Background: an optimization exercise with open tools, aiming at small area. Do not read the settings as production practice.
Function was checked by simulation only, so behaviour that the tests miss may differ from the original.
No activity file was given, so power comes from the tool's default toggle rates.

==> config.mk <==
export PLATFORM = sky130hd
export DESIGN_NAME = pkt_framer
export DESIGN_NICKNAME = pkt_framer
export VERILOG_FILES = /design/flow/design.v
export SDC_FILE = /design/flow/constraint.sdc
export NUM_CORES = 4
export LEC_CHECK = 0
export ABC_AREA = 0
export CAP_MARGIN = 20
export CORE_AREA = 4 4 161 161
export DIE_AREA = 0 0 165 165
export PLACE_DENSITY = 0.85
export SLEW_MARGIN = 20
==> constraint.sdc <==
create_clock -name core_clock -period 4.0 [get_ports {clk_i}]
set_input_delay 0.8000 -clock core_clock [delete_from_list [all_inputs] [get_ports {clk_i}]]
set_output_delay 0.8000 -clock core_clock [all_outputs]
set_load 0.01 [all_outputs]
==> design.v <==
module pkt_framer #(
  parameter int PAYLOAD_BYTES  = 40,
  parameter int FCS_BYTES      = 4,
  parameter int TIMEOUT_CYCLES = 64
) (
  input  logic                       clk_i,
  input  logic                       rst_i,
  input  logic                       in_valid_i,
  input  logic [7:0]                 in_data_i,
  input  logic                       in_sof_i,
  output logic                       in_ready_o,
  output logic                       crc_valid_o,
  output logic [8*PAYLOAD_BYTES-1:0] crc_data_o,
  input  logic                       crc_done_i,
  input  logic [31:0]                crc_value_i,
  output logic [15:0]                stat_ok_o,
  output logic [15:0]                stat_bad_o,
  output logic [15:0]                stat_drop_o,
  output logic                       out_valid_o,
  input  logic                       out_ready_i,
  output logic [8*PAYLOAD_BYTES-1:0] out_payload_o,
  output logic                       out_crc_ok_o,
  output logic                       out_timeout_o
);
  localparam int PW = 8 * PAYLOAD_BYTES;
  localparam int FW = 8 * FCS_BYTES;
  localparam int SW = PW + FW;
  logic [SW-1:0] sr_q;           
  logic [5:0]    cnt_q;          
  logic          in_ready_q, active_q, out_valid_q;
  logic          ok_q, tmo_q, verdict;    
  logic          accept, last_byte, waiting, tmo_hit, fcs_eq;
  logic [FW-1:0] fcs;
  assign accept    = in_valid_i & in_ready_q;
  assign last_byte = active_q & ~in_sof_i & cnt_q[5] & cnt_q[3] & cnt_q[1] & cnt_q[0];
  assign waiting   = ~in_ready_q & ~active_q & ~out_valid_q;
  assign tmo_hit   = (cnt_q == 6'd44);
  assign verdict   = waiting & (crc_done_i | tmo_hit);
  assign ok_q      = cnt_q[1];
  assign tmo_q     = cnt_q[0];
  genvar j;
  generate
    for (j = 0; j < FCS_BYTES; j++) begin : g_fcs
      assign fcs[8*j +: 8] = sr_q[8*(FCS_BYTES-1-j) +: 8];
    end
  endgenerate
  assign fcs_eq = (crc_value_i == fcs);
  always_ff @(posedge clk_i or posedge rst_i) begin
    if (rst_i) begin
      in_ready_q  <= 1'b1;
      active_q    <= 1'b0;
      out_valid_q <= 1'b0;
    end else begin
      active_q    <= in_ready_q & (active_q | (in_valid_i & in_sof_i));
      if (in_ready_q) in_ready_q <= ~(in_valid_i & last_byte);
      else            in_ready_q <= out_valid_q & out_ready_i;
      if (out_valid_q) out_valid_q <= ~out_ready_i;
      else             out_valid_q <= verdict;
    end
  end
  always_ff @(posedge clk_i) begin
    if (accept) sr_q <= {sr_q[SW-9:0], in_data_i};
    if (accept & in_sof_i) cnt_q <= 6'd1;
    else if (in_ready_q ? in_valid_i : ~out_valid_q) begin
      cnt_q <= cnt_q + 6'd1;
      if (verdict) cnt_q[1:0] <= {crc_done_i & fcs_eq, ~crc_done_i};
    end
  end
  logic [15:0] stat_ok_q, stat_bad_q, stat_drop_q;
  logic        hand_off, drop_inc, ok_inc, bad_inc;
  assign hand_off = out_valid_q & out_ready_i;
  assign drop_inc = accept & ~(active_q ^ in_sof_i);
  assign ok_inc   = hand_off & ok_q;
  assign bad_inc  = hand_off & ~ok_q;
  function automatic logic [15:0] sat_inc(input logic [15:0] v, input logic en);
    logic [15:0] t;
    logic        lo_ones, go;
    lo_ones = &v[7:0];
    go      = en & ~(lo_ones & (&v[15:8]));
    t[0]    = go;
    for (int i = 0; i < 7; i++) t[i+1] = t[i] & v[i];
    t[8]    = go & lo_ones;
    for (int i = 8; i < 15; i++) t[i+1] = t[i] & v[i];
    sat_inc = v ^ t;
  endfunction
  always_ff @(posedge clk_i or posedge rst_i) begin
    if (rst_i) begin
      stat_ok_q   <= '0;
      stat_bad_q  <= '0;
      stat_drop_q <= '0;
    end else begin
      stat_drop_q <= sat_inc(stat_drop_q, drop_inc);
      stat_ok_q   <= sat_inc(stat_ok_q,   ok_inc);
      stat_bad_q  <= sat_inc(stat_bad_q,  bad_inc);
    end
  end
  assign stat_ok_o   = stat_ok_q;
  assign stat_bad_o  = stat_bad_q;
  assign stat_drop_o = stat_drop_q;
  assign in_ready_o    = in_ready_q;
  assign crc_valid_o   = ~in_ready_q & active_q;
  assign crc_data_o    = sr_q[SW-1:FW];
  assign out_valid_o   = out_valid_q;
  assign out_payload_o = sr_q[SW-1:FW];
  assign out_crc_ok_o  = ok_q;
  assign out_timeout_o = tmo_q;
endmodule
==> flow/run.sh <==
#!/bin/bash
# Standard ORFS layout with these changes:
# - the port buffers that global placement inserts use the smallest buffer cell;
# - pins may sit one routing track apart, so that a small die holds all 739 of them;
# - the buffers yosys/abc left are removed at floorplan instead of a pre-placement timing repair
#   (which only upsizes gates against unbuffered high-fanout nets);
# - the clock tree is built from compact sink clusters, with no dummy loads and no
#   double-spacing rule on the clock nets (it collides with the one-track pin spacing).
set -euo pipefail
bash standard.sh "BUFFER_PORTS_ARGS=-buffer_cell sky130_fd_sc_hd__buf_1" \
  "PLACE_PINS_ARGS=-min_distance 1 -min_distance_in_tracks" \
  "CTS_ARGS=-sink_clustering_enable -repair_clock_nets -sink_clustering_size 14 -sink_clustering_max_diameter 50 -buf_list {sky130_fd_sc_hd__clkbuf_4 sky130_fd_sc_hd__clkbuf_8} -dont_use_dummy_load -apply_ndr none" \
  REMOVE_ABC_BUFFERS=1 finish > standard_flow.log 2>&1
==> standard.sh <==
#!/bin/bash
# synth_recipe.tcl (not shown) runs the flow's synth.tcl, then flattens the netlist and writes it again
# the make line also repeats each setting of config.mk as NAME=value (left out here)
make -C /OpenROAD-flow-scripts/flow DESIGN_CONFIG=/design/flow/config.mk WORK_HOME=/design/flow/orfs CLKGATE_MAP_FILE= SYNTH_SCRIPT=/design/flow/synth_recipe.tcl "${@:-finish}"
==> key figures, run 1 <==
Outcome
  • Status: finished clean

Power
  • PwrDens: between 600 and 700 nW/um2
  • Leak pwr: around 6.1 nW
  • VDD IR max: between 0.4 and 0.5 mV

Placed design
  • Pre-CTS WS: ~1.0 ns
  • Placement Cell Area: 16500 um2
  • Gpl congestion: roughly 0.87
  • Final HPWL DP: 27000 um
  • Number of port buffers: between 700 and 800

Layout
  • Layout fillers: 1480
  • Nets: 1448
  • Commonest cells after routing, fill and taps aside: buf_1 (738), edfxtp_1 (352), dfrtp_1 (50)
  • Layout area overhead: 8.62%
  • Final core utilization: 70.2%
  • Share of cells above drive strength 1: about 3.5%
  • Design area: 17100 um2
  • N_diodes: 0
  • Commonest non-fill, non-tap cell in the layout: buf_1

Clocking
  • CTS clk-pin slew, worst paths: ~0.09 ns
  • Root Buffer: clkbuf_8
  • Clock latency on the worst-skew pair: roughly 0.53 ns
  • Resize count post-CTS: 0
  • H-tree levels: 2
  • CTS buffer count: 39
  • CTS tree: done
  • Post-CTS Setup Inserts: 0
  • Clock sink count: approximately 410
  • Clock Path Buffers: 3
  • CTS Hold Buffers Added: 0

Global route
  • Vias in the first global route: between 8000 and 9000
  • Congestion Overflow GR: 0
  • Largest net degree at the start of global routing: around 160
  • Antenna violations before repair: 1
  • Wire length of the first global-routing pass: between 40000 and 50000 um
  • All-Layer GR Usage: 24.0%

Setup path
  • CP Class: flop to flop
  • Startpoint types: flop
  • Crit path required time: 4.44 ns
  • Top cell by count, worst path: ha_1
  • Crit-path max cell delay: just over 0.6 ns
  • CP Cell Sequence: nand2_2 -> inv_8 -> nand2_1 -> nor4_1 -> ha_1 -> ha_1 -> ha_1 -> ha_1 -> ha_1 -> ha_1 -> ha_1 -> xor2_1
  • Delay-heaviest family, CP: adder cells
  • Critical Path AT: around 3.1 ns
  • Setup crit end kind: flop
  • CP Buf/Inv Count: 1
  • CP max-delay cell: dfstp_2
  • Crit-path max FO: 32

Synth
  • Cell count after synthesis: 895
  • #FFs+latches synth: 409
  • Syn. warnings: 1
  • Cell area after synthesis: 15700 um2
  • Seq/Total Area, Yosys: between 70% and 80%
  • Synth unique cells: 24
  • Avg Inst Size Synth: 17.6 um2

Routing
  • DRT Pass-1 Iters: 5
  • Final ANT Viol Nets: 0
  • DRT Wirelength: approximately 36000 um
  • Total vias in the final route: around 9000
  • Vias/cell: 5.37
  • DRC Markers: 0
  • Number of DRC markers in iteration 0: 930
  • Routed WL per cell: about 21 um

Floorplanning
  • Core ar.: 24300 um2
  • Num ports: approximately 740
  • Die Span X: ~170 um
  • FP Rows: 57
  • Total die area: 27200 um2
  • Height of the chip: 165 um
  • Starting Density: 64.6%

STA
  • Setup Total Neg Slack: 0 ns
  • Final Skew: ~0.054 ns
  • Final setup margin: approximately 1.3 ns
  • RSZ-0062 raised after global routing: false
  • Final slew viol count: 0
  • Fin crit period: roughly 2.7 ns
  • Tcrit/Tclk final: roughly 67%
  • Worst hold slack: around 0.4 ns
  • Slew HR: just under 30%
  • Final hold viol count: 0
  • Worst slew pin tran: ~1.1 ns
  • Final setup vio count: 0
  • F_max: about 0.37 GHz

Flow run
  • Max-cap violations: 0

Hold path
  • Worst min path class: input pin to async pin
-- synthesized netlist by cell type, drive strengths merged --
cell type | number | share of area, %
edfxtp | 352 | 67
buf | 320 | 15
dfrtp | 50 | 8.0
ha | 45 | 3.6
xnor2 | 22 | 1.2
nand4 | 21 | 0.84
xor2 | 20 | 1.1
nor2 | 14 | 0.33
nand2 | 8 | 0.21
nor4 | 7 | 0.28
dfxtp | 6 | 0.76
inv | 6 | 0.14
o21ai | 6 | 0.22
a21oi | 5 | 0.16
nand3 | 5 | 0.16
nor3 | 2 | 0.064
a31oi | 1 | 0.040
and2b | 1 | 0.056
and3 | 1 | 0.040
dfstp | 1 | 0.17
o22ai | 1 | 0.040
or3 | 1 | 0.040
-- worst paths after layout --
check                                  end  cells past startpoint    startpoint  slack [ns]
setup / recovery           stat_drop_q[15]                     12    in_ready_q        1.32
hold / removal               stat_ok_q[15]                      2         rst_i        0.39
setup reg to reg           stat_drop_q[15]                     12    in_ready_q        1.32
hold reg to reg                  sr_q[146]                      0     sr_q[138]        0.47
max in group asynchronous   stat_drop_q[2]                      2         rst_i        3.09
min in group core_clock            sr_q[1]                      1  in_data_i[1]        0.45
-- worst reg2reg max path: cells and delay by family (launching register included) --
family | cells | cell delay, ns
XOR/XNOR | 1 | 0.14
adder cells (fa/ha/maj) | 7 | 1.04
flip-flops | 1 | 0.61
buffers and inverters | 1 | 0.22
AND/OR/NAND/NOR | 3 | 0.57
-- sequential cells by signal, indices dropped and copies added (netlist names) --
signal	cells
stat_bad_q	16
active_q	1
sr_q	352
cnt_q	6
stat_ok_q	16
stat_drop_q	16
in_ready_q	1
out_valid_q	1
-- layout make-up --
| class | count | area, um2 | share of cell area [%] |
|---|---|---|---|
| Sequential cell | 409 | 12000 | 70.1 |
| Timing Repair Buffer | 741 | 2810 | 16.4 |
| Multi-Input combinational cell | 160 | 1320 | 7.73 |
| Clock buffer | 39 | 537 | 3.15 |
| Tap cell | 324 | 405 | 2.38 |
| Inverter | 6 | 31.3 | 0.183 |
-- power by group --
| group | leakage, nW | switching (mW) | internal (mW) | total [mW] |
|---|---|---|---|---|
| registers | 4.15 | 0.658 | 5.64 | 6.30 |
| logic | 1.65 | 1.45 | 0.544 | 2.00 |
| clock network | 0.280 | 1.21 | 0.872 | 2.08 |
-- per-stage QoR --
step / power [mW] / cells
final: 10.4 / 1679
after global routing: 10.9 / 1679
after floorplan: 7.27 / 575
after CTS: 10.4 / 1679
after detailed placement: 8.35 / 1640
after global placement: 8.25 / 1640
-- cells by family (layout without fill, tap and decap cells) --
| family | count (synthesis) | after routing | synth area share [%] |
|---|---|---|---|
| AOI/OAI and AO/OA | 13 | 13 | 0.454 |
| xor gates and xnor gates | 42 | 42 | 2.34 |
| adders and majority gates | 45 | 45 | 3.58 |
| buffers and inverters | 326 | 786 | 15.4 |
| DFF | 409 | 409 | 76.2 |
| and+or+nand+nor | 60 | 60 | 2.01 |
-- per-layer routing --
metal | track usage [%] | vias up | routed length [um]
met3 | 7.54 | 114 | 4830
met5 | 0 | - | 0
met4 | 9.07 | 0 | 1460
li1 | - | 3772 | -
met2 | 40.9 | 776 | 17700
met1 | 28.9 | 4360 | 12000
==> run 2: changes to the inputs <==
--- a/flow/run.sh
+++ b/flow/run.sh
@@ -9,5 +9,5 @@
 set -euo pipefail
 bash standard.sh "BUFFER_PORTS_ARGS=-buffer_cell sky130_fd_sc_hd__buf_1" \
   "PLACE_PINS_ARGS=-min_distance 1 -min_distance_in_tracks" \
-  "CTS_ARGS=-sink_clustering_enable -repair_clock_nets -sink_clustering_size 14 -sink_clustering_max_diameter 50 -buf_list {sky130_fd_sc_hd__clkbuf_4 sky130_fd_sc_hd__clkbuf_8} -dont_use_dummy_load -apply_ndr none" \
+  "CTS_ARGS=-sink_clustering_enable -repair_clock_nets -sink_clustering_size 11 -sink_clustering_max_diameter 35 -buf_list sky130_fd_sc_hd__clkbuf_4 -dont_use_dummy_load -apply_ndr none" \
   REMOVE_ABC_BUFFERS=1 finish > standard_flow.log 2>&1
==> key figures, run 2 <==
Synth
  • Most frequent cell after synthesis: edfxtp_1 (unchanged)
  • Main combinational cell family by area after synthesis: buffers and inverters (unchanged)
  • Yosys top cell area share: 67.3% (unchanged)
  • EDFF count, synth: 352 (unchanged)
  • Seq/Total Area, Yosys: 76.2% (unchanged)
  • Main synth FF type: edfxtp_1 (unchanged)
  • Synth top area cells: edfxtp_1 (67%), buf_4 (15%), dfrtp_1 (8.0%) (unchanged)
  • Synth unique cells: 24 (unchanged)
  • Post-Synth Adder-Cell Area: 3.58% (unchanged)
  • Post-synthesis xor/xnor area fraction: 2.34% (unchanged)
  • Simple-Gate Fraction of Synth Area: 2.01% (unchanged)
  • Cell area after synthesis: 15700 um2 (unchanged)
  • Cell count after synthesis: 895 (unchanged)
  • Post-synthesis mux area share: 0% (unchanged)
  • Syn. warnings: 1 (unchanged)
  • Async set-reset flop share out of synthesis: 12.5% (unchanged)
  • #FFs+latches synth: 409 (unchanged)
  • Post-synthesis compound-gate area fraction: 0.454% (unchanged)
  • Avg Inst Size Synth: 17.6 um2 (unchanged)
  • Post-synth top cells: edfxtp_1 (352), buf_4 (320), dfrtp_1 (50) (unchanged)
  • Most area-hungry cell type in the Yosys netlist: edfxtp_1 (unchanged)

Layout
  • Final Non-Filler Cells: 1693 (was 1679)
  • Number of flip-flops in the largest register: 352 (unchanged)
  • Nets: 1462 (was 1448)
  • Layout fillers: 1512 (was 1480)
  • Share of cells above drive strength 1: 4.53% (was 3.54%)
  • Most flops, register: sr_q (unchanged)
  • Commonest cells after routing, fill and taps aside: buf_1 (738), edfxtp_1 (352), clkbuf_4 (53) (was buf_1 (738), edfxtp_1 (352), dfrtp_1 (50))
  • Design area: 16900 um2 (was 17100 um2)
  • Layout area overhead: 7.73% (was 8.62%)
  • N_diodes: 0 (unchanged)
  • Commonest non-fill, non-tap cell in the layout: buf_1 (unchanged)

Clocking
  • Root Buffer: clkbuf_4 (was clkbuf_8)
  • Clock Path Buffers: 3 (unchanged)
  • Clock latency on the worst-skew pair: 0.66 ns (was 0.53 ns)
  • CTS Hold Buffers Added: 0 (unchanged)
  • Clock sink count: 409 (unchanged)
  • Post-CTS Setup Inserts: 0 (unchanged)
  • Resize count post-CTS: 0 (unchanged)
  • CTS clk-pin slew, worst paths: 0.10 ns (was 0.09 ns)
  • CTS tree: done (unchanged)
  • H-tree levels: 2 (unchanged)
  • CTS buffer count: 53 (was 39)

Setup path
  • Crit-path max cell delay: 0.62 ns (was 0.61 ns)
  • CP max-delay cell: dfstp_2 (unchanged)
  • Setup crit end kind: flop (unchanged)
  • Crit-path max FO: 32 (unchanged)
  • CP Class: flop to flop (unchanged)
  • Worst R2R Setup Slack: 1.27 ns (was 1.32 ns)
  • Crit path required time: 4.52 ns (was 4.44 ns)
  • R2r endpoint: stat_drop_q[15] (unchanged)
  • Worst R2R Start: in_ready_q (unchanged)
  • Top cell by count, worst path: ha_1 (unchanged)
  • R2R cell count: 12 (unchanged)
  • Startpoint types: flop (unchanged)
  • CP Cell Sequence: nand2_2 -> inv_8 -> nand2_1 -> nor4_1 -> ha_1 -> ha_1 -> ha_1 -> ha_1 -> ha_1 -> ha_1 -> ha_1 -> xor2_1 (unchanged)
  • Critical Path AT: 3.25 ns (was 3.11 ns)

Routing
  • DRC Markers: 0 (unchanged)
  • Routed WL per cell: 21.3 um (was 21.4 um)
  • DRT Pass-1 Iters: 5 (unchanged)
  • Total vias in the final route: 9137 (was 9022)
  • DRT Wirelength: 36000 um (about the same)
  • Vias/cell: 5.40 (was 5.37)
  • Final ANT Viol Nets: 0 (unchanged)
  • Number of DRC markers in iteration 0: 881 (was 930)

Outcome
  • Status: finished clean (unchanged)

Power
  • Leak pwr: 6.05 nW (was 6.08 nW)
  • PwrDens: 596 nW/um2 (was 608 nW/um2)
  • VDD IR max: 0.420 mV (was 0.402 mV)
  • Tot Pwr: 10.1 mW (was 10.4 mW)

Floorplanning
  • Total die area: 27200 um2 (unchanged)
  • Num ports: 739 (unchanged)
  • Die Span X: 165 um (unchanged)
  • FP Rows: 57 (unchanged)
  • Core ar.: 24300 um2 (unchanged)
  • Height of the chip: 165 um (unchanged)
  • Starting Density: 64.6% (unchanged)

Placed design
  • Placement Cell Area: 16500 um2 (unchanged)
  • Final HPWL DP: 27000 um (unchanged)
  • Number of port buffers: 738 (unchanged)
  • Placed cells: 1640 (unchanged)
  • Pre-CTS WS: 0.997 ns (unchanged)
  • Gpl congestion: 0.869 (unchanged)

Hold path
  • Worst min path class: input pin to async pin (unchanged)

STA
  • Final setup margin: 1.27 ns (was 1.32 ns)
  • Tcrit/Tclk final: 68.3% (was 67.0%)
  • Final Skew: 0.0820 ns (was 0.0536 ns)
  • Final slew viol count: 0 (unchanged)
  • Slew HR: 29.3% (was 29.6%)
  • Worst hold slack: 0.251 ns (was 0.394 ns)
  • Fin crit period: 2.73 ns (was 2.68 ns)
  • RSZ-0062 raised after global routing: false (unchanged)
  • Worst slew pin tran: 1.06 ns (about the same)
  • F_max: 0.366 GHz (was 0.373 GHz)
  • Final hold viol count: 0 (unchanged)
  • Final setup vio count: 0 (unchanged)

Global route
  • Vias in the first global route: 8524 (was 8351)
  • Wire length of the first global-routing pass: 50400 um (was 49900 um)
  • Largest net degree at the start of global routing: 162 (unchanged)
  • M3 GR Usage: 7.69% (was 7.54%)
  • Met2 Resource Use GR: 40.9% (unchanged)
  • Most crowded layer after global routing: met2 (unchanged)
  • Antenna violations before repair: 0 (was 1)
  • Met1 Track Usage GR: 29.0% (was 28.9%)
  • All-Layer GR Usage: 24.2% (was 24.0%)
  • Congestion Overflow GR: 0 (unchanged)

Flow run
  • Max-cap violations: 0 (unchanged)
==> run 2: layer usage <==
metal / vias to the layer above / share of wire (%)
li1: 3817 / -
met1: 4400 / 33
met2: 809 / 49
met3: 111 / 14
met4: 0 / 4.3
met5: - / 0
==> run 2: logic make-up after synthesis <==
| logic type | Yosys count |
|---|---|
| flops | 409 |
| buf+inv | 326 |
| simple gates | 60 |
| xor+xnor | 42 |
| fa+ha+maj | 45 |
| compound gates | 13 |
==> run 2: layout make-up <==
type / count / area, um2 / share of cell area, %
clock buffers: 53 / 398 / 2.35
inverters: 6 / 31.3 / 0.185
multi-input cells: 160 / 1320 / 7.79
flip-flops and latches: 409 / 12000 / 70.7
well taps: 324 / 405 / 2.40
repair buffers: 741 / 2810 / 16.6
==> run 2: through the flow <==
stage          utilization, %  TNS (ns)
5_1_grt                  69.6         0
2_1_floorplan               -  -1630.41
3_5_place_dp             68.0         0
4_1_cts                  69.6         0
3_3_place_gp             68.0         0
6_report                 69.6         0
==> run 2: power by group <==
part	leakage (nW)	switching, mW	internal [mW]	total (mW)
Combinational	1.65	1.46	0.544	2.00
Sequential	4.15	0.657	5.64	6.29
Clock	0.244	1.19	0.608	1.80
Total	6.05	3.31	6.79	10.1
==> run 2: how the worst max path moves through the flow <==
stage                     cells after the start  slack (ns)        from         endpoint
after floorplan                              12       -5.75  in_valid_i  stat_drop_q[15]
after global placement                       13        1.10  in_valid_i  stat_drop_q[15]
after detailed placement                     13         1.0  in_valid_i  stat_drop_q[15]
after CTS                                    12        1.28  in_ready_q  stat_drop_q[15]
after global routing                         12        0.99  in_ready_q  stat_drop_q[15]
final                                        12        1.27  in_ready_q  stat_drop_q[15]
==> run 2: worst max-delay path: cells and delay by family (launching register included) <==
kind | cells | cell delay [ns]
buffers and inverters | 1 | 0.22
adder cells (fa/ha/maj) | 7 | 1.04
AND/OR/NAND/NOR | 3 | 0.57
flip-flops | 1 | 0.62
XOR/XNOR | 1 | 0.14
==> run 3: changes to the inputs <==
--- a/flow/run.sh
+++ b/flow/run.sh
@@ -9,5 +9,5 @@
 set -euo pipefail
 bash standard.sh "BUFFER_PORTS_ARGS=-buffer_cell sky130_fd_sc_hd__buf_1" \
   "PLACE_PINS_ARGS=-min_distance 1 -min_distance_in_tracks" \
-  "CTS_ARGS=-sink_clustering_enable -repair_clock_nets -sink_clustering_size 11 -sink_clustering_max_diameter 35 -buf_list sky130_fd_sc_hd__clkbuf_4 -dont_use_dummy_load -apply_ndr none" \
+  "CTS_ARGS=-sink_clustering_enable -repair_clock_nets -sink_clustering_size 12 -sink_clustering_max_diameter 38 -buf_list sky130_fd_sc_hd__clkbuf_4 -dont_use_dummy_load -apply_ndr none" \
   REMOVE_ABC_BUFFERS=1 finish > standard_flow.log 2>&1
==> key figures, run 3 <==
Global route
  • Most crowded layer after global routing: met2 (unchanged)
  • Wire length of the first global-routing pass: 50100 um (was 50400 um)
  • Met1 Track Usage GR: 29.1% (was 29.0%)
  • M3 GR Usage: 7.31% (was 7.69%)
  • Congestion Overflow GR: 0 (unchanged)
  • Met2 Resource Use GR: 40.9% (about the same)
  • Antenna violations before repair: 0 (unchanged)
  • All-Layer GR Usage: 24.0% (was 24.2%)
  • Vias in the first global route: 8462 (was 8524)
  • Largest net degree at the start of global routing: 162 (unchanged)

Routing
  • DRC Markers: 0 (unchanged)
  • Number of DRC markers in iteration 0: 920 (was 881)
  • DRT Wirelength: 35800 um (was 36000 um)
  • Vias/cell: 5.39 (was 5.40)
  • Total vias in the final route: 9108 (was 9137)
  • DRT Pass-1 Iters: 5 (unchanged)
  • Routed WL per cell: 21.2 um (was 21.3 um)
  • Final ANT Viol Nets: 0 (unchanged)

Synth
  • EDFF count, synth: 352 (unchanged)
  • Synth unique cells: 24 (unchanged)
  • Cell count after synthesis: 895 (unchanged)
  • #FFs+latches synth: 409 (unchanged)
  • Main combinational cell family by area after synthesis: buffers and inverters (unchanged)
  • Post-synth top cells: edfxtp_1 (352), buf_4 (320), dfrtp_1 (50) (unchanged)
  • Post-synthesis xor/xnor area fraction: 2.34% (unchanged)
  • Post-synthesis compound-gate area fraction: 0.454% (unchanged)
  • Avg Inst Size Synth: 17.6 um2 (unchanged)
  • Async set-reset flop share out of synthesis: 12.5% (unchanged)
  • Post-synthesis mux area share: 0% (unchanged)
  • Synth top area cells: edfxtp_1 (67%), buf_4 (15%), dfrtp_1 (8.0%) (unchanged)
  • Syn. warnings: 1 (unchanged)
  • Most frequent cell after synthesis: edfxtp_1 (unchanged)
  • Most area-hungry cell type in the Yosys netlist: edfxtp_1 (unchanged)
  • Seq/Total Area, Yosys: 76.2% (unchanged)
  • Yosys top cell area share: 67.3% (unchanged)
  • Cell area after synthesis: 15700 um2 (unchanged)
  • Main synth FF type: edfxtp_1 (unchanged)
  • Simple-Gate Fraction of Synth Area: 2.01% (unchanged)
  • Post-Synth Adder-Cell Area: 3.58% (unchanged)

Clocking
  • CTS tree: done (unchanged)
  • Resize count post-CTS: 0 (unchanged)
  • CTS Hold Buffers Added: 0 (unchanged)
  • CTS clk-pin slew, worst paths: 0.10 ns (about the same)
  • H-tree levels: 2 (unchanged)
  • CTS buffer count: 49 (was 53)
  • Clock latency on the worst-skew pair: 0.65 ns (was 0.66 ns)
  • Root Buffer: clkbuf_4 (unchanged)
  • Clock sink count: 409 (unchanged)
  • Post-CTS Setup Inserts: 0 (unchanged)
  • Clock Path Buffers: 3 (unchanged)

STA
  • Tcrit/Tclk final: 66.3% (was 68.3%)
  • Final setup vio count: 0 (unchanged)
  • Worst slew pin tran: 1.06 ns (about the same)
  • F_max: 0.377 GHz (was 0.366 GHz)
  • Slew HR: 29.4% (was 29.3%)
  • Fin crit period: 2.65 ns (was 2.73 ns)
  • RSZ-0062 raised after global routing: false (unchanged)
  • Final slew viol count: 0 (unchanged)
  • Final hold viol count: 0 (unchanged)
  • Final Skew: 0.0601 ns (was 0.0820 ns)

Power
  • Leak pwr: 6.03 nW (was 6.05 nW)
  • VDD IR max: 0.425 mV (was 0.420 mV)
  • PwrDens: 594 nW/um2 (was 596 nW/um2)

Outcome
  • Status: finished clean (unchanged)

Setup path
  • Worst R2R Start: in_ready_q (unchanged)
  • Setup crit end kind: flop (unchanged)
  • CP Class: flop to flop (unchanged)
  • Startpoint types: flop (unchanged)
  • Number of stages on the worst setup path: 12 (unchanged)
  • Critical Path AT: 3.22 ns (was 3.25 ns)
  • Critical path launch point: in_ready_q (unchanged)
  • Worst R2R Setup Slack: 1.35 ns (was 1.27 ns)
  • Crit-path max cell delay: 0.62 ns (about the same)
  • R2r endpoint: stat_drop_q[15] (unchanged)
  • Crit-path max FO: 32 (unchanged)
  • Top cell by count, worst path: ha_1 (unchanged)
  • CP max-delay cell: dfstp_2 (unchanged)
  • CP Buf/Inv Count: 1 (unchanged)
  • Crit path to: stat_drop_q[15] (unchanged)
  • Crit path required time: 4.57 ns (was 4.52 ns)
  • Delay-heaviest family, CP: adder cells (unchanged)
  • CP Cell Sequence: nand2_2 -> inv_8 -> nand2_1 -> nor4_1 -> ha_1 -> ha_1 -> ha_1 -> ha_1 -> ha_1 -> ha_1 -> ha_1 -> xor2_1 (unchanged)
  • R2R cell count: 12 (unchanged)

Layout
  • N_diodes: 0 (unchanged)
  • Design area: 16900 um2 (about the same)
  • Nets: 1458 (was 1462)
  • Final Non-Filler Cells: 1689 (was 1693)
  • Number of flip-flops in the largest register: 352 (unchanged)
  • Share of cells above drive strength 1: 4.25% (was 4.53%)
  • Commonest non-fill, non-tap cell in the layout: buf_1 (unchanged)
  • Commonest cells after routing, fill and taps aside: buf_1 (738), edfxtp_1 (352), dfrtp_1 (50) (was buf_1 (738), edfxtp_1 (352), clkbuf_4 (53))
  • Layout area overhead: 7.54% (was 7.73%)
  • Most flops, register: sr_q (unchanged)

Placed design
  • Number of port buffers: 738 (unchanged)
  • Placed cells: 1640 (unchanged)
  • Final HPWL DP: 27000 um (unchanged)
  • Placement Cell Area: 16500 um2 (unchanged)
  • Gpl congestion: 0.869 (unchanged)

Floorplanning
  • FP Rows: 57 (unchanged)
  • Height of the chip: 165 um (unchanged)
  • Die Span X: 165 um (unchanged)
  • Num ports: 739 (unchanged)
  • Total die area: 27200 um2 (unchanged)
  • Starting Density: 64.6% (unchanged)
  • Core ar.: 24300 um2 (unchanged)

Flow run
  • Max-cap violations: 0 (unchanged)

Hold path
  • Worst min path class: input pin to async pin (unchanged)
run 3: cells by family (layout without fill, tap and decap cells):
kind of cell	count (synthesis)	in the layout
AOI/OAI and AO/OA	13	13
xor gates and xnor gates	42	42
adders and majority gates	45	45
buffers and inverters	326	796
DFF	409	409
and+or+nand+nor	60	60
run 3: where the power goes:
group	internal, mW	switching [mW]
registers	5.64	0.654
clock network	0.564	1.19
logic	0.544	1.45
total	6.74	3.29
run 3: through the flow:
stage                     worst slack, ns  power [mW]  utilization (%)  TNS (ns)  hold WS, ns
final                                1.35        10.0             69.5         0        0.273
after global routing                 1.05        10.5             69.5         0        0.233
after CTS                            1.33        10.1             69.5         0        0.235
after detailed placement            0.997        8.35             68.0         0        0.457
after global placement               1.10        8.25             68.0         0        0.453
after floorplan                     -5.75        7.27                -  -1630.41        0.448
run 3: cell type report:
| cell class | instances | area [um2] |
|---|---|---|
| flip-flops and latches | 409 | 12000 |
| fillers | 1506 | 7420 |
| repair buffers | 741 | 2810 |
| multi-input cells | 160 | 1320 |
| well taps | 324 | 405 |
| clock buffers | 49 | 368 |
| inverters | 6 | 31.3 |
run 3: how the worst min path moves through the flow:
stage               cells after the start    startpoint  slack (ns)              end
floorplan                               0       sr_q[4]        0.45         sr_q[12]
global placement                        0       sr_q[6]        0.45         sr_q[14]
detailed placement                      0     sr_q[105]        0.46        sr_q[113]
CTS                                     1  in_data_i[6]        0.24          sr_q[6]
global route                            1  in_data_i[2]        0.23          sr_q[2]
finish                                  2         rst_i        0.27  stat_drop_q[12]
run 3: per-layer routing:
layer	vias up	share of wire, %	routed length [um]
met2	813	49	17500
met3	106	14	4980
met1	4372	33	11900
met4	0	4.1	1460
met5	-	0	0
li1	3817	-	-
==> run 4: changes to the inputs <==
--- a/flow/run.sh
+++ b/flow/run.sh
@@ -9,5 +9,5 @@
 set -euo pipefail
 bash standard.sh "BUFFER_PORTS_ARGS=-buffer_cell sky130_fd_sc_hd__buf_1" \
   "PLACE_PINS_ARGS=-min_distance 1 -min_distance_in_tracks" \
-  "CTS_ARGS=-sink_clustering_enable -repair_clock_nets -sink_clustering_size 12 -sink_clustering_max_diameter 38 -buf_list sky130_fd_sc_hd__clkbuf_4 -dont_use_dummy_load -apply_ndr none" \
+  "CTS_ARGS=-sink_clustering_enable -repair_clock_nets -sink_clustering_size 10 -sink_clustering_max_diameter 40 -buf_list sky130_fd_sc_hd__clkbuf_4 -dont_use_dummy_load -apply_ndr none" \
   REMOVE_ABC_BUFFERS=1 finish > standard_flow.log 2>&1
--- a/config.mk
+++ b/config.mk
@@ -7,7 +7,7 @@
 export LEC_CHECK = 0
 export ABC_AREA = 0
 export CAP_MARGIN = 20
-export CORE_AREA = 4 4 161 161
-export DIE_AREA = 0 0 165 165
+export CORE_AREA = 4 4 151 151
+export DIE_AREA = 0 0 155 155
 export PLACE_DENSITY = 0.85
 export SLEW_MARGIN = 20
==> key figures, run 4 <==
Layout
  • Number of flip-flops in the largest register: 352 (unchanged)
  • Layout area overhead: 7.15% (was 7.54%)
  • Layout fillers: 1082 (was 1506)
  • Most flops, register: sr_q (unchanged)
  • Commonest cells after routing, fill and taps aside: buf_1 (738), edfxtp_1 (352), dfrtp_1 (50) (unchanged)
  • Share of cells above drive strength 1: 4.25% (unchanged)
  • Final core utilization: 79.6% (was 69.5%)
  • N_diodes: 0 (unchanged)
  • Nets: 1458 (unchanged)
  • Commonest non-fill, non-tap cell in the layout: buf_1 (unchanged)

Global route
  • Antenna violations before repair: 2 (was 0)
  • All-Layer GR Usage: 30.2% (was 24.0%)
  • Congestion Overflow GR: 0 (unchanged)
  • Wire length of the first global-routing pass: 55300 um (was 50100 um)
  • Vias in the first global route: 9038 (was 8462)
  • Largest net degree at the start of global routing: 197 (was 162)

Floorplanning
  • FP Rows: 53 (was 57)
  • Height of the chip: 155 um (was 165 um)
  • Total die area: 24000 um2 (was 27200 um2)
  • Die Span X: 155 um (was 165 um)
  • Num ports: 739 (unchanged)
  • Starting Density: 74.3% (was 64.6%)
  • Core ar.: 21200 um2 (was 24300 um2)

Outcome
  • Status: finished clean (unchanged)

Synth
  • Post-synth top cells: edfxtp_1 (352), buf_4 (320), dfrtp_1 (50) (unchanged)
  • Post-synthesis xor/xnor area fraction: 2.34% (unchanged)
  • Synth unique cells: 24 (unchanged)
  • Async set-reset flop share out of synthesis: 12.5% (unchanged)
  • Yosys top cell area share: 67.3% (unchanged)
  • Post-synthesis mux area share: 0% (unchanged)
  • Avg Inst Size Synth: 17.6 um2 (unchanged)
  • Main synth FF type: edfxtp_1 (unchanged)
  • Post-synthesis compound-gate area fraction: 0.454% (unchanged)
  • Cell area after synthesis: 15700 um2 (unchanged)
  • EDFF count, synth: 352 (unchanged)
  • Seq/Total Area, Yosys: 76.2% (unchanged)
  • Simple-Gate Fraction of Synth Area: 2.01% (unchanged)
  • Main combinational cell family by area after synthesis: buffers and inverters (unchanged)
  • Synth top area cells: edfxtp_1 (67%), buf_4 (15%), dfrtp_1 (8.0%) (unchanged)
  • Most frequent cell after synthesis: edfxtp_1 (unchanged)
  • Post-Synth Adder-Cell Area: 3.58% (unchanged)
  • Cell count after synthesis: 895 (unchanged)
  • Syn. warnings: 1 (unchanged)
  • #FFs+latches synth: 409 (unchanged)
  • Most area-hungry cell type in the Yosys netlist: edfxtp_1 (unchanged)

Hold path
  • Worst min path class: input pin to async pin (unchanged)

Clocking
  • H-tree levels: 2 (unchanged)
  • Post-CTS Setup Inserts: 0 (unchanged)
  • CTS Hold Buffers Added: 0 (unchanged)
  • Root Buffer: clkbuf_4 (unchanged)
  • CTS buffer count: 49 (unchanged)
  • Clock Path Buffers: 3 (unchanged)
  • CTS tree: done (unchanged)
  • Clock latency on the worst-skew pair: 0.65 ns (about the same)
  • Resize count post-CTS: 0 (unchanged)
  • Clock sink count: 409 (unchanged)
  • CTS clk-pin slew, worst paths: 0.11 ns (was 0.10 ns)

Placed design
  • Gpl congestion: 0.889 (was 0.869)
  • Final HPWL DP: 28900 um (was 27000 um)
  • Pre-CTS WS: 1.03 ns (was 0.997 ns)
  • Number of port buffers: 738 (unchanged)

Routing
  • Total vias in the final route: 9194 (was 9108)
  • Vias/cell: 5.61 (was 5.39)
  • Final ANT Viol Nets: 0 (unchanged)
  • DRT Pass-1 Iters: 5 (unchanged)
  • Number of DRC markers in iteration 0: 698 (was 920)
  • DRT Wirelength: 38000 um (was 35800 um)
  • Routed WL per cell: 23.2 um (was 21.2 um)
  • DRC Markers: 0 (unchanged)

STA
  • Final setup margin: 1.48 ns (was 1.35 ns)
  • Fin crit period: 2.52 ns (was 2.65 ns)
  • Final hold viol count: 0 (unchanged)
  • Slew HR: 32.3% (was 29.4%)
  • Worst hold slack: 0.263 ns (was 0.273 ns)
  • F_max: 0.397 GHz (was 0.377 GHz)
  • RSZ-0062 raised after global routing: false (unchanged)
  • Worst slew pin tran: 1.02 ns (was 1.06 ns)
  • Setup Total Neg Slack: 0 ns (unchanged)
  • Final setup vio count: 0 (unchanged)
  • Final slew viol count: 0 (unchanged)
  • Final Skew: 0.0517 ns (was 0.0601 ns)
  • Tcrit/Tclk final: 63.0% (was 66.3%)

Power
  • Internal power: 6.75 mW (was 6.74 mW)
  • Switching part of the total power: 33.1% (was 32.8%)
  • Power share of the combinational group: 20.1% (was 19.9%)
  • VDD IR max: 0.368 mV (was 0.425 mV)
  • Leak pwr: 6.03 nW (unchanged)
  • Switch Pwr: 3.34 mW (was 3.29 mW)
  • Tot Pwr: 10.1 mW (was 10.0 mW)
  • PwrDens: 599 nW/um2 (was 594 nW/um2)
  • Share of power burned in registers: 62.5% (was 62.7%)
  • Clock power frac: 17.4% (about the same)

Setup path
  • Setup crit end kind: flop (unchanged)
  • Crit-path max cell delay: 0.62 ns (about the same)
  • Top cell by count, worst path: ha_1 (unchanged)
  • Delay-heaviest family, CP: adder cells (unchanged)
  • CP Buf/Inv Count: 1 (unchanged)
  • Critical Path AT: 3.06 ns (was 3.22 ns)
  • CP Class: flop to flop (unchanged)
  • CP Cell Sequence: nand2_2 -> inv_8 -> nand2_1 -> nor4_1 -> ha_1 -> ha_1 -> ha_1 -> ha_1 -> ha_1 -> ha_1 -> ha_1 -> xor2_1 (unchanged)
  • Crit-path max FO: 8 (was 32)
  • CP max-delay cell: dfstp_2 (unchanged)
  • Startpoint types: flop (unchanged)
  • Crit path required time: 4.54 ns (was 4.57 ns)

Flow run
  • Max-cap violations: 0 (unchanged)
-- run 4: cell counts in the layout (fill, tap and decap cells not counted) --
Identical to the previous run, type by type.
-- run 4: cell type report --
type                            count  area [um2]  area share, %
Inverter                            6        31.3          0.186
Multi-Input combinational cell    160        1320           7.83
Clock buffer                       49         368           2.19
Timing Repair Buffer              741        2810           16.7
Sequential cell                   409       12000           71.1
Tap cell                          275         344           2.04
-- run 4: routing by layer --
layer  GRT usage [%]  share of wire (%)
met5           0.207              0.058
met4            13.2                4.0
met3            12.2                 15
met2            48.5                 48
met1            36.6                 33
-- run 4: per-stage QoR --
| stage | instance area [um2] | instances |
|---|---|---|
| final | 16800 | 1640 |
| after global routing | 16800 | 1640 |
| after CTS | 16800 | 1640 |
| after detailed placement | 16500 | 1591 |
| after global placement | 16500 | 1591 |
| after floorplan | 13300 | 575 |
-- run 4: cell families after synthesis --
logic type | Yosys count
DFF | 409
buffers and inverters | 326
and+or+nand+nor | 60
adders and majority gates | 45
xor gates and xnor gates | 42
AOI/OAI and AO/OA | 13
-- run 4: power groups by stage --
stage / clock, mW / sequential, mW / combinational [mW]
after floorplan: 0 / 6.94 / 0.332
after global placement: 0 / 6.32 / 1.93
after detailed placement: 0 / 6.37 / 2.00
after CTS: 1.80 / 6.28 / 2.00
after global routing: 1.99 / 6.39 / 2.14
final: 1.76 / 6.30 / 2.03
-- run 4: worst paths after layout --
kind | from | to | slack [ns] | cells past startpoint
max in group asynchronous | rst_i | stat_bad_q[13] | 3.17 | 2
min in group core_clock | in_data_i[3] | sr_q[3] | 0.30 | 1
worst min register to register | sr_q[97] | sr_q[105] | 0.46 | 0
worst max register to register | in_ready_q | stat_drop_q[15] | 1.48 | 12
worst max-delay path | in_ready_q | stat_drop_q[15] | 1.48 | 12
worst min-delay path | rst_i | stat_ok_q[3] | 0.26 | 2
-- run 4: worst register-to-register path: stages, from the launching register on --
cell     delay (ns)
dfstp_2        0.62
nand2_2        0.14
inv_8          0.09
nand2_1        0.07
nor4_1         0.29
ha_1           0.21
ha_1           0.15
ha_1           0.14
ha_1           0.13
ha_1           0.14
ha_1           0.14
ha_1           0.15
xor2_1         0.15
==> run 5: changes to the inputs <==
--- a/config.mk
+++ b/config.mk
@@ -7,7 +7,7 @@
 export LEC_CHECK = 0
 export ABC_AREA = 0
 export CAP_MARGIN = 20
-export CORE_AREA = 4 4 151 151
-export DIE_AREA = 0 0 155 155
+export CORE_AREA = 4 4 171 171
+export DIE_AREA = 0 0 175 175
 export PLACE_DENSITY = 0.85
 export SLEW_MARGIN = 20
==> key figures, run 5 <==
Outcome
  • Status: finished clean (unchanged)

Floorplanning
  • FP Rows: 60 (was 53)
  • Total die area: 30600 um2 (was 24000 um2)
  • Core ar.: 27200 um2 (was 21200 um2)
  • Num ports: 739 (unchanged)
  • Height of the chip: 175 um (was 155 um)
  • Starting Density: 57.8% (was 74.3%)
  • Die Span X: 175 um (was 155 um)

Placed design
  • Placed cells: 1687 (was 1591)
  • Gpl congestion: 0.933 (was 0.889)
  • Final HPWL DP: 29500 um (was 28900 um)
  • Placement Cell Area: 16600 um2 (was 16500 um2)
  • Number of port buffers: 738 (unchanged)
  • Pre-CTS WS: 0.924 ns (was 1.03 ns)

Layout
  • Design area: 17000 um2 (was 16800 um2)
  • Share of cells above drive strength 1: 4.32% (was 4.25%)
  • Number of flip-flops in the largest register: 352 (unchanged)
  • Nets: 1459 (was 1458)
  • Most flops, register: sr_q (unchanged)
  • Area occupied by multi-input gates: 1320 um2 (unchanged)
  • Commonest non-fill, non-tap cell in the layout: buf_1 (unchanged)
  • Layout fillers: 1907 (was 1082)
  • Commonest cells after routing, fill and taps aside: buf_1 (738), edfxtp_1 (352), clkbuf_4 (51) (was buf_1 (738), edfxtp_1 (352), dfrtp_1 (50))
  • Layout area overhead: 8.07% (was 7.15%)
  • Reg area: 12000 um2 (unchanged)
  • Final Non-Filler Cells: 1739 (was 1640)

Synth
  • Async set-reset flop share out of synthesis: 12.5% (unchanged)
  • Most frequent cell after synthesis: edfxtp_1 (unchanged)
  • Post-Synth Adder-Cell Area: 3.58% (unchanged)
  • Yosys top cell area share: 67.3% (unchanged)
  • Main synth FF type: edfxtp_1 (unchanged)
  • Syn. warnings: 1 (unchanged)
  • Cell area after synthesis: 15700 um2 (unchanged)
  • Post-synth top cells: edfxtp_1 (352), buf_4 (320), dfrtp_1 (50) (unchanged)
  • Post-synthesis xor/xnor area fraction: 2.34% (unchanged)
  • Main combinational cell family by area after synthesis: buffers and inverters (unchanged)
  • Post-synthesis compound-gate area fraction: 0.454% (unchanged)
  • Cell count after synthesis: 895 (unchanged)
  • Avg Inst Size Synth: 17.6 um2 (unchanged)
  • Most area-hungry cell type in the Yosys netlist: edfxtp_1 (unchanged)
  • Simple-Gate Fraction of Synth Area: 2.01% (unchanged)
  • Synth unique cells: 24 (unchanged)
  • Synth top area cells: edfxtp_1 (67%), buf_4 (15%), dfrtp_1 (8.0%) (unchanged)
  • Post-synthesis mux area share: 0% (unchanged)
  • #FFs+latches synth: 409 (unchanged)
  • EDFF count, synth: 352 (unchanged)
  • Seq/Total Area, Yosys: 76.2% (unchanged)

Power
  • VDD IR max: 0.421 mV (was 0.368 mV)
  • Share of power burned in registers: 62.0% (was 62.5%)
  • Tot Pwr: 10.2 mW (was 10.1 mW)
  • Switch Pwr: 3.40 mW (was 3.34 mW)
  • PwrDens: 599 nW/um2 (about the same)
  • Switching part of the total power: 33.4% (was 33.1%)
  • Clock power frac: 17.8% (was 17.4%)
  • Leak pwr: 6.04 nW (was 6.03 nW)
  • Internal power: 6.77 mW (was 6.75 mW)
  • Power share of the combinational group: 20.2% (was 20.1%)

Clocking
  • CTS Hold Buffers Added: 0 (unchanged)
  • Root Buffer: clkbuf_4 (unchanged)
  • CTS tree: done (unchanged)
  • CTS clk-pin slew, worst paths: 0.11 ns (about the same)
  • Clock sink count: 409 (unchanged)
  • CTS buffer count: 51 (was 49)
  • Resize count post-CTS: 0 (unchanged)
  • Clock Path Buffers: 3 (unchanged)
  • Clock latency on the worst-skew pair: 0.70 ns (was 0.65 ns)
  • Post-CTS Setup Inserts: 0 (unchanged)
  • H-tree levels: 2 (unchanged)

Routing
  • Final ANT Viol Nets: 0 (unchanged)
  • Total vias in the final route: 9243 (was 9194)
  • DRC Markers: 0 (unchanged)
  • Number of DRC markers in iteration 0: 768 (was 698)
  • DRT Wirelength: 38900 um (was 38000 um)
  • Vias/cell: 5.32 (was 5.61)
  • Routed WL per cell: 22.4 um (was 23.2 um)
  • DRT Pass-1 Iters: 5 (unchanged)

STA
  • Worst slew pin tran: 1.07 ns (was 1.02 ns)
  • Fin crit period: 2.83 ns (was 2.52 ns)
  • Setup Total Neg Slack: 0 ns (unchanged)
  • F_max: 0.354 GHz (was 0.397 GHz)
  • Final setup margin: 1.17 ns (was 1.48 ns)
  • Final hold viol count: 0 (unchanged)
  • Slew HR: 28.5% (was 32.3%)
  • RSZ-0062 raised after global routing: false (unchanged)
  • Tcrit/Tclk final: 70.7% (was 63.0%)
  • Final setup vio count: 0 (unchanged)
  • Final Skew: 0.102 ns (was 0.0517 ns)
  • Final slew viol count: 0 (unchanged)

Setup path
  • R2R cell count: 12 (unchanged)
  • Worst R2R Start: in_ready_q (unchanged)
  • CP Class: flop to flop (unchanged)
  • R2r endpoint: stat_drop_q[15] (unchanged)
  • Setup crit end kind: flop (unchanged)
  • Crit-path max FO: 28 (was 8)
  • Worst R2R Setup Slack: 1.17 ns (was 1.48 ns)
  • Critical Path AT: 3.40 ns (was 3.06 ns)
  • Crit path required time: 4.57 ns (was 4.54 ns)
  • Startpoint types: flop (unchanged)

Global route
  • Largest net degree at the start of global routing: 201 (was 197)
  • Wire length of the first global-routing pass: 55700 um (was 55300 um)
  • Congestion Overflow GR: 0 (unchanged)
  • Antenna violations before repair: 1 (was 2)
  • Vias in the first global route: 8926 (was 9038)
  • All-Layer GR Usage: 23.4% (was 30.2%)

Flow run
  • Max-cap violations: 0 (unchanged)

Hold path
  • Worst min path class: input pin to async pin (unchanged)
[run 5: cell counts after synthesis]
Identical to the previous run, type by type.
[run 5: critical path, stage by stage (launching register included)]
cell	delay [ns]
dfstp_2	0.64
nand2_2	0.16
inv_8	0.21
nand2_1	0.11
nor4_1	0.34
ha_1	0.22
ha_1	0.15
ha_1	0.15
ha_1	0.15
ha_1	0.14
ha_1	0.13
ha_1	0.15
xor2_1	0.15
[run 5: power groups by stage]
stage,combinational (mW),sequential [mW],clock (mW)
finish,2.05,6.31,1.81
floorplan,0.332,6.94,0
CTS,2.03,6.29,1.86
global route,2.15,6.38,2.06
detailed placement,2.03,6.37,0
global placement,1.97,6.32,0
[run 5: cell type report]
cell class | instances | area share (%)
clock buffers | 51 | 2.25
repair buffers | 740 | 16.6
multi-input cells | 160 | 7.77
flip-flops and latches | 409 | 70.5
inverters | 6 | 0.184
diodes | 1 | 0.0147
well taps | 372 | 2.74
[run 5: worst max path at each step]
stage	depth (start not counted)	from	to
2_1_floorplan	12	in_valid_i	stat_drop_q[15]
3_3_place_gp	13	in_valid_i	stat_drop_q[15]
3_5_place_dp	13	in_valid_i	stat_drop_q[15]
4_1_cts	12	in_ready_q	stat_drop_q[15]
5_1_grt	12	in_ready_q	stat_drop_q[15]
6_report	12	in_ready_q	stat_drop_q[15]
[run 5: kinds of logic (layout without fill, tap and decap cells)]
family                     count (synthesis)  count (layout)
adders and majority gates                 45              45
AOI/OAI and AO/OA                         13              13
and+or+nand+nor                           60              60
xor gates and xnor gates                  42              42
DFF                                      409             409
other                                      0               1
buffers and inverters                    326             797
[run 5: through the flow]
stage	utilization [%]	hold WS, ns
global placement	61.1	0.450
global route	62.5	0.208
floorplan	-	0.448
detailed placement	61.1	0.454
CTS	62.5	0.220
finish	62.5	0.216
[run 5: metal layers]
layer  GRT usage, %  routed length (um)
met5              0                  13
met4           12.7                2500
met3           8.55                5480
met2           38.4               18100
met1           26.8               12900
==> run 6: changes to the inputs <==
--- a/config.mk
+++ b/config.mk
@@ -7,7 +7,7 @@
 export LEC_CHECK = 0
 export ABC_AREA = 0
 export CAP_MARGIN = 20
-export CORE_AREA = 4 4 171 171
-export DIE_AREA = 0 0 175 175
+export CORE_AREA = 4 4 161 161
+export DIE_AREA = 0 0 165 165
 export PLACE_DENSITY = 0.85
 export SLEW_MARGIN = 20
==> key figures, run 6 <==
Flow run
  • Max-cap violations: 0 (unchanged)

Routing
  • DRC Markers: 0 (unchanged)
  • Total vias in the final route: 9033 (was 9243)
  • Final ANT Viol Nets: 0 (unchanged)
  • Routed WL per cell: 21.1 um (was 22.4 um)
  • DRT Wirelength: 35700 um (was 38900 um)
  • Number of DRC markers in iteration 0: 914 (was 768)
  • DRT Pass-1 Iters: 5 (unchanged)
  • Vias/cell: 5.35 (was 5.32)

Layout
  • Most flops, register: sr_q (unchanged)
  • N_diodes: 0 (was 1)
  • Commonest cells after routing, fill and taps aside: buf_1 (738), edfxtp_1 (352), dfrtp_1 (50) (was buf_1 (738), edfxtp_1 (352), clkbuf_4 (51))
  • Number of flip-flops in the largest register: 352 (unchanged)
  • Commonest non-fill, non-tap cell in the layout: buf_1 (unchanged)
  • Share of cells above drive strength 1: 4.25% (was 4.32%)
  • Nets: 1458 (was 1459)
  • Design area: 16900 um2 (was 17000 um2)
  • Layout area overhead: 7.54% (was 8.07%)

Setup path
  • Startpoint types: flop (unchanged)
  • Critical Path AT: 3.22 ns (was 3.40 ns)
  • Setup crit end kind: flop (unchanged)
  • Crit-path max FO: 32 (was 28)
  • CP Class: flop to flop (unchanged)
  • R2R cell count: 12 (unchanged)
  • Crit path required time: 4.53 ns (was 4.57 ns)

STA
  • Final Skew: 0.0514 ns (was 0.102 ns)
  • Worst slew pin tran: 1.07 ns (about the same)
  • Final hold viol count: 0 (unchanged)
  • Final setup vio count: 0 (unchanged)
  • Tcrit/Tclk final: 67.1% (was 70.7%)
  • Setup Total Neg Slack: 0 ns (unchanged)
  • F_max: 0.373 GHz (was 0.354 GHz)
  • Fin crit period: 2.68 ns (was 2.83 ns)
  • Slew HR: 28.9% (was 28.5%)
  • Final slew viol count: 0 (unchanged)
  • RSZ-0062 raised after global routing: false (unchanged)

Placed design
  • Gpl congestion: 0.869 (was 0.933)
  • Placement Cell Area: 16500 um2 (was 16600 um2)
  • Final HPWL DP: 27000 um (was 29500 um)
  • Number of port buffers: 738 (unchanged)

Clocking
  • CTS buffer count: 49 (was 51)
  • CTS Hold Buffers Added: 0 (unchanged)
  • CTS clk-pin slew, worst paths: 0.11 ns (about the same)
  • CTS tree: done (unchanged)
  • H-tree levels: 2 (unchanged)
  • Resize count post-CTS: 0 (unchanged)
  • Post-CTS Setup Inserts: 0 (unchanged)
  • Clock sink count: 409 (unchanged)
  • Clock latency on the worst-skew pair: 0.64 ns (was 0.70 ns)
  • Root Buffer: clkbuf_4 (unchanged)
  • Clock Path Buffers: 3 (unchanged)

Synth
  • Synth top area cells: edfxtp_1 (67%), buf_4 (15%), dfrtp_1 (8.0%) (unchanged)
  • Async set-reset flop share out of synthesis: 12.5% (unchanged)
  • Syn. warnings: 1 (unchanged)
  • Seq/Total Area, Yosys: 76.2% (unchanged)
  • Main synth FF type: edfxtp_1 (unchanged)
  • Yosys top cell area share: 67.3% (unchanged)
  • Post-synth top cells: edfxtp_1 (352), buf_4 (320), dfrtp_1 (50) (unchanged)
  • #FFs+latches synth: 409 (unchanged)
  • Cell count after synthesis: 895 (unchanged)
  • Synth unique cells: 24 (unchanged)
  • Cell area after synthesis: 15700 um2 (unchanged)
  • EDFF count, synth: 352 (unchanged)
  • Most frequent cell after synthesis: edfxtp_1 (unchanged)
  • Most area-hungry cell type in the Yosys netlist: edfxtp_1 (unchanged)
  • Avg Inst Size Synth: 17.6 um2 (unchanged)

Floorplanning
  • FP Rows: 57 (was 60)
  • Starting Density: 64.6% (was 57.8%)
  • Die Span X: 165 um (was 175 um)
  • Height of the chip: 165 um (was 175 um)
  • Total die area: 27200 um2 (was 30600 um2)
  • Core ar.: 24300 um2 (was 27200 um2)
  • Num ports: 739 (unchanged)

Global route
  • Wire length of the first global-routing pass: 49800 um (was 55700 um)
  • Vias in the first global route: 8455 (was 8926)
  • Antenna violations before repair: 0 (was 1)
  • Largest net degree at the start of global routing: 162 (was 201)
  • All-Layer GR Usage: 23.9% (was 23.4%)
  • Congestion Overflow GR: 0 (unchanged)

Hold path
  • Worst min path class: input pin to async pin (unchanged)

Power
  • PwrDens: 593 nW/um2 (was 599 nW/um2)
  • Leak pwr: 6.03 nW (was 6.04 nW)
  • VDD IR max: 0.415 mV (was 0.421 mV)
  • Tot Pwr: 10.0 mW (was 10.2 mW)

Outcome
  • Status: finished clean (unchanged)
[run 6: final timing paths]
check	slack, ns	end	start
max	1.32	stat_drop_q[15]	in_ready_q
min in group core_clock	0.34	sr_q[5]	in_data_i[5]
min reg2reg	0.47	sr_q[25]	sr_q[17]
min	0.28	active_q	rst_i
max in group asynchronous	3.17	stat_drop_q[7]	rst_i
max reg2reg	1.32	stat_drop_q[15]	in_ready_q
[run 6: cell families (layout without fill, tap and decap cells)]
kind of cell / after synthesis / in the layout / synth area share, %
AO/OA/AOI/OAI: 13 / 13 / 0.454
XOR/XNOR: 42 / 42 / 2.34
adder cells (fa/ha/maj): 45 / 45 / 3.58
buffers and inverters: 326 / 796 / 15.4
flip-flops: 409 / 409 / 76.2
AND/OR/NAND/NOR: 60 / 60 / 2.01
[run 6: area by class of cell]
class | instances | area (um2)
Clock buffer | 49 | 368
Inverter | 6 | 31.3
Multi-Input combinational cell | 160 | 1320
Fill cell | 1511 | 7420
Timing Repair Buffer | 741 | 2810
Tap cell | 324 | 405
Sequential cell | 409 | 12000
[run 6: metrics by stage]
step	instances	utilization, %	hold slack [ns]	setup slack, ns
finish	1689	69.5	0.284	1.32
global route	1689	69.5	0.257	1.01
CTS	1689	69.5	0.239	1.29
detailed placement	1640	68.0	0.457	0.997
global placement	1640	68.0	0.453	1.10
floorplan	575	-	0.448	-5.75
[run 6: critical path, cell delays in order (launching register included)]
cell and delay, ns:
dfstp_2 0.62, nand2_2 0.14, inv_8 0.22, nand2_1 0.13
nor4_1 0.30, ha_1 0.19, ha_1 0.14, ha_1 0.14
ha_1 0.14, ha_1 0.14, ha_1 0.14, ha_1 0.15
xor2_1 0.14
[run 6: routing by layer]
layer,routed length [um],part of all wire (%),GRT usage (%)
met4,1450,4.1,9.30
met3,4710,13,7.71
met2,17600,49,40.8
met5,0,0,0
met1,12000,34,28.4
[run 6: where the power goes]
group / switching [mW] / internal, mW
combinational: 1.46 / 0.544
clock: 1.17 / 0.566
sequential: 0.651 / 5.64
total: 3.27 / 6.74
==> run 7: changes to the inputs <==
==> design.v (replaced) <==
module pkt_framer #(
  parameter int PAYLOAD_BYTES  = 40,
  parameter int FCS_BYTES      = 4,
  parameter int TIMEOUT_CYCLES = 64
) (
  input  logic                       clk_i,
  input  logic                       rst_i,
  input  logic                       in_valid_i,
  input  logic [7:0]                 in_data_i,
  input  logic                       in_sof_i,
  output logic                       in_ready_o,
  output logic                       crc_valid_o,
  output logic [8*PAYLOAD_BYTES-1:0] crc_data_o,
  input  logic                       crc_done_i,
  input  logic [31:0]                crc_value_i,
  output logic [15:0]                stat_ok_o,
  output logic [15:0]                stat_bad_o,
  output logic [15:0]                stat_drop_o,
  output logic                       out_valid_o,
  input  logic                       out_ready_i,
  output logic [8*PAYLOAD_BYTES-1:0] out_payload_o,
  output logic                       out_crc_ok_o,
  output logic                       out_timeout_o
);
  localparam int PW = 8 * PAYLOAD_BYTES;
  localparam int FW = 8 * FCS_BYTES;
  localparam int SW = PW + FW;
  logic [SW-1:0] sr_q;           
  logic [5:0]    cnt_q;
  logic          in_ready_q, active_q, crc_valid_q, out_valid_q;
  logic          ok_q, tmo_q;
  logic          accept, last_byte, waiting, tmo_hit, fcs_eq;
  logic [FW-1:0] fcs;
  assign accept    = in_valid_i & in_ready_q;
  assign last_byte = active_q & ~in_sof_i & cnt_q[5] & cnt_q[3] & cnt_q[1] & cnt_q[0];
  assign waiting   = ~in_ready_q & ~crc_valid_q & ~out_valid_q;
  assign tmo_hit   = (cnt_q == 6'd44);
  genvar j;
  generate
    for (j = 0; j < FCS_BYTES; j++) begin : g_fcs
      assign fcs[8*j +: 8] = sr_q[8*(FCS_BYTES-1-j) +: 8];
    end
  endgenerate
  assign fcs_eq = (crc_value_i == fcs);
  always_ff @(posedge clk_i or posedge rst_i) begin
    if (rst_i) begin
      in_ready_q  <= 1'b1;
      active_q    <= 1'b0;
      crc_valid_q <= 1'b0;
      out_valid_q <= 1'b0;
    end else begin
      active_q    <= in_ready_q & (active_q | (in_valid_i & in_sof_i));
      crc_valid_q <= accept & last_byte;
      if (in_ready_q) in_ready_q <= ~(in_valid_i & last_byte);
      else            in_ready_q <= out_valid_q & out_ready_i;
      if (out_valid_q) out_valid_q <= ~out_ready_i;
      else             out_valid_q <= waiting & (crc_done_i | tmo_hit);
    end
  end
  always_ff @(posedge clk_i) begin
    if (accept) sr_q <= {sr_q[SW-9:0], in_data_i};
    if (accept & in_sof_i)          cnt_q <= 6'd1;
    else if (in_valid_i | ~in_ready_q) cnt_q <= cnt_q + 6'd1;
    if (~out_valid_q) begin
      ok_q  <= crc_done_i & fcs_eq;
      tmo_q <= ~crc_done_i;
    end
  end
  logic [15:0] stat_ok_q, stat_bad_q, stat_drop_q;
  logic        hand_off;
  function automatic logic [15:0] sat_inc(input logic [15:0] v);
    sat_inc = (v == 16'hFFFF) ? v : v + 16'd1;
  endfunction
  assign hand_off = out_valid_q & out_ready_i;
  always_ff @(posedge clk_i or posedge rst_i) begin
    if (rst_i) begin
      stat_ok_q   <= '0;
      stat_bad_q  <= '0;
      stat_drop_q <= '0;
    end else begin
      if (accept & ~(active_q ^ in_sof_i)) stat_drop_q <= sat_inc(stat_drop_q);
      if (hand_off &  ok_q) stat_ok_q  <= sat_inc(stat_ok_q);
      if (hand_off & ~ok_q) stat_bad_q <= sat_inc(stat_bad_q);
    end
  end
  assign stat_ok_o   = stat_ok_q;
  assign stat_bad_o  = stat_bad_q;
  assign stat_drop_o = stat_drop_q;
  assign in_ready_o    = in_ready_q;
  assign crc_valid_o   = crc_valid_q;
  assign crc_data_o    = sr_q[SW-1:FW];
  assign out_valid_o   = out_valid_q;
  assign out_payload_o = sr_q[SW-1:FW];
  assign out_crc_ok_o  = ok_q;
  assign out_timeout_o = tmo_q;
endmodule
==> run.sh (new file) <==
#!/bin/bash
# synth_recipe.tcl (not shown) runs the flow's synth.tcl, then flattens the netlist and writes it again
# the make line also repeats each setting of config.mk as NAME=value (left out here)
make -C /OpenROAD-flow-scripts/flow DESIGN_CONFIG=/design/flow/config.mk WORK_HOME=/design/flow/orfs CLKGATE_MAP_FILE= SYNTH_SCRIPT=/design/flow/synth_recipe.tcl finish
==> config.mk (replaced) <==
export PLATFORM = sky130hd
export DESIGN_NAME = pkt_framer
export DESIGN_NICKNAME = pkt_framer
export VERILOG_FILES = /design/flow/design.v
export SDC_FILE = /design/flow/constraint.sdc
export NUM_CORES = 4
export LEC_CHECK = 0
export ABC_AREA = 1
export CAP_MARGIN = 20
export CORE_MARGIN = 2
export CORE_UTILIZATION = 40
export SLEW_MARGIN = 20
removed: flow/run.sh
removed: standard.sh
==> key figures, run 7 <==
Outcome
  • Status: finished clean (unchanged)

Routing
  • DRT Wirelength: 60900 um (was 35700 um)
  • Number of DRC markers in iteration 0: 754 (was 914)
  • Routed WL per cell: 26.6 um (was 21.1 um)
  • DRC Markers: 0 (unchanged)
  • Final ANT Viol Nets: 0 (unchanged)
  • DRT Pass-1 Iters: 5 (unchanged)

Global route
  • Wire length of the first global-routing pass: 82200 um (was 49800 um)
  • All-Layer GR Usage: 27.0% (was 23.9%)
  • Antenna violations before repair: 3 (was 0)
  • Congestion Overflow GR: 0 (unchanged)

STA
  • Worst slew pin tran: 0.857 ns (was 1.07 ns)
  • Worst hold slack: 0.474 ns (was 0.284 ns)
  • Final Skew: 0.0197 ns (was 0.0514 ns)
  • Setup Total Neg Slack: 0 ns (unchanged)
  • Final slew viol count: 0 (unchanged)
  • Final hold viol count: 0 (unchanged)

Setup path
  • Crit path required time: 3.20 ns (was 4.53 ns)
  • Crit-path max FO: 4 (was 32)
  • Worst R2R Setup Slack: 1.77 ns (was 1.32 ns)
  • Startpoint types: flop (unchanged)
  • CP Buf/Inv Count: 1 (unchanged)
  • CP Cell Sequence: clkdlybuf4s50_1 (was nand2_2 -> inv_8 -> nand2_1 -> nor4_1 -> ha_1 -> ha_1 -> ha_1 -> ha_1 -> ha_1 -> ha_1 -> ha_1 -> xor2_1)

Layout
  • Final core utilization: 57.3% (was 69.5%)
  • Commonest non-fill, non-tap cell in the layout: clkdlybuf4s50_1 (was buf_1)
  • Layout fillers: 3428 (was 1511)
  • Final Non-Filler Cells: 2288 (was 1689)
  • Commonest cells after routing, fill and taps aside: clkdlybuf4s50_1 (738), edfxtp_1 (354), nand2_1 (201) (was buf_1 (738), edfxtp_1 (352), dfrtp_1 (50))

Floorplanning
  • Starting Density: 40.4% (was 64.6%)
  • FP Rows: 75 (was 57)
  • Num ports: 739 (unchanged)
  • Die Span X: 209 um (was 165 um)
  • Total die area: 43800 um2 (was 27200 um2)

Power
  • Tot Pwr: 10.4 mW (was 10.0 mW)
  • PwrDens: 435 nW/um2 (was 593 nW/um2)
  • VDD IR max: 0.251 mV (was 0.415 mV)

Synth
  • Seq/Total Area, Yosys: 71.5% (was 76.2%)
  • Most area-hungry cell type in the Yosys netlist: edfxtp_1 (unchanged)
  • Most frequent cell after synthesis: edfxtp_1 (unchanged)
  • EDFF count, synth: 354 (was 352)
  • Avg Inst Size Synth: 13.5 um2 (was 17.6 um2)
  • Synth unique cells: 31 (was 24)
  • Cell area after synthesis: 16900 um2 (was 15700 um2)

Clocking
  • Clock Path Buffers: 3 (unchanged)
  • CTS buffer count: 44 (was 49)
  • CTS tree: done (unchanged)
  • H-tree levels: 2 (unchanged)
  • Root Buffer: clkbuf_16 (was clkbuf_4)

Placed design
  • Number of port buffers: 738 (unchanged)
[run 7: cell count changes after synthesis, sizes merged, moves of 19 or more]
| cell | previous run | this run |
|---|---|---|
| inv | 6 | 86 |
| nor2 | 14 | 83 |
| ha | 45 | 6 |
| nand2 | 8 | 208 |
| nand3 | 5 | 25 |
| o21ai | 6 | 25 |
[run 7: worst max path at each step]
stage                      from                  to  slack (ns)  cells after the start
floorplan            in_valid_i      stat_drop_q[7]       -2.67                      9
global placement    out_ready_i       stat_bad_q[5]        1.18                      8
detailed placement  out_ready_i       stat_bad_q[2]        1.12                      8
CTS                   sr_q[322]  out_payload_o[290]        1.27                      1
global route          sr_q[322]  out_payload_o[290]        1.28                      1
finish                sr_q[322]  out_payload_o[290]        1.30                      1
[run 7: kinds of logic (layout without fill, tap and decap cells)]
| logic type | Yosys count | after routing | synth area share [%] |
|---|---|---|---|
| XOR/XNOR | 40 | 40 | 2.08 |
| buffers and inverters | 410 | 911 | 16.4 |
| adder cells (fa/ha/maj) | 6 | 6 | 0.445 |
| flip-flops | 412 | 412 | 71.5 |
| AND/OR/NAND/NOR | 345 | 345 | 8.53 |
| other | 0 | 2 | 0 |
| AO/OA/AOI/OAI | 33 | 33 | 1.09 |
[run 7: where the power goes]
part	internal [mW]	leakage, nW	switching (mW)
Clock	2.14	0.668	1.71
Combinational	0.715	4.16	0.611
Sequential	4.96	4.21	0.287
[run 7: layer usage]
layer | vias up | global-route usage (%) | routed length, um
li1 | 4799 | - | -
met1 | 5411 | 31.0 | 22300
met2 | 513 | 46.5 | 30700
met3 | 89 | 8.71 | 5200
met4 | 2 | 11.4 | 2730
met5 | - | 0 | 13
[run 7: area by class of cell]
class	instances	area (um2)	share of cell area, %
Tap cell	539	674	2.82
Clock buffer	55	1160	4.85
Antenna cell	2	5.00	0.0209
Multi-Input combinational cell	424	2060	8.62
Inverter	86	327	1.36
Sequential cell	412	12100	50.3
Timing Repair Buffer	744	7470	31.2
Clock inverter	26	186	0.779
[run 7: worst register-to-register path, delay by kind of cell, from the launching register on]
kind / cells / cell delay, ns
AOI/OAI and AO/OA: 1 / 0.08
and+or+nand+nor: 5 / 1.06
DFF: 1 / 0.44
buffers and inverters: 2 / 0.28
adders and majority gates: 1 / 0.26

afterwards: timing with drivers on the ports:
The flow's constraints put no driver on any port. The routed layouts listed below were extracted and timed again, unchanged, in two steps.
Step 1 sets driving cells, clkbuf_16 on the clock port and buf_2 on the other inputs (assumed; they add their load-dependent delay and slew).
Step 2 adds t to the input delays and takes it off the output delays; t is the mean of the earliest and latest rising clock arrival at the registers after step 1. Input paths then give back, and output paths get back, about the clock's delay inside the block.
a / b / c = no drivers / after step 1 / after step 2; a / b = the first two.
run	shift t [ns]	setup slack, ns	worst register clock-pin slew, ns
run 1	0.542	1.322 / 1.322 / 1.003	0.09 / 0.09
run 2	0.659	1.269 / 1.269 / 0.969	0.11 / 0.11
run 3	0.661	1.347 / 1.347 / 1.017	0.12 / 0.12
run 4	0.670	1.481 / 1.481 / 1.018	0.11 / 0.11
run 5	0.694	1.172 / 1.172 / 0.919	0.11 / 0.11
run 6	0.653	1.316 / 1.316 / 0.988	0.11 / 0.11
run 7	0.625	1.302 / 1.245 / 1.095	0.06 / 0.06
After both steps every run listed still meets setup and hold. The setup slack of run 4, which loses most, moves by 0.000 ns with the drivers and by -0.463 ns with both steps.
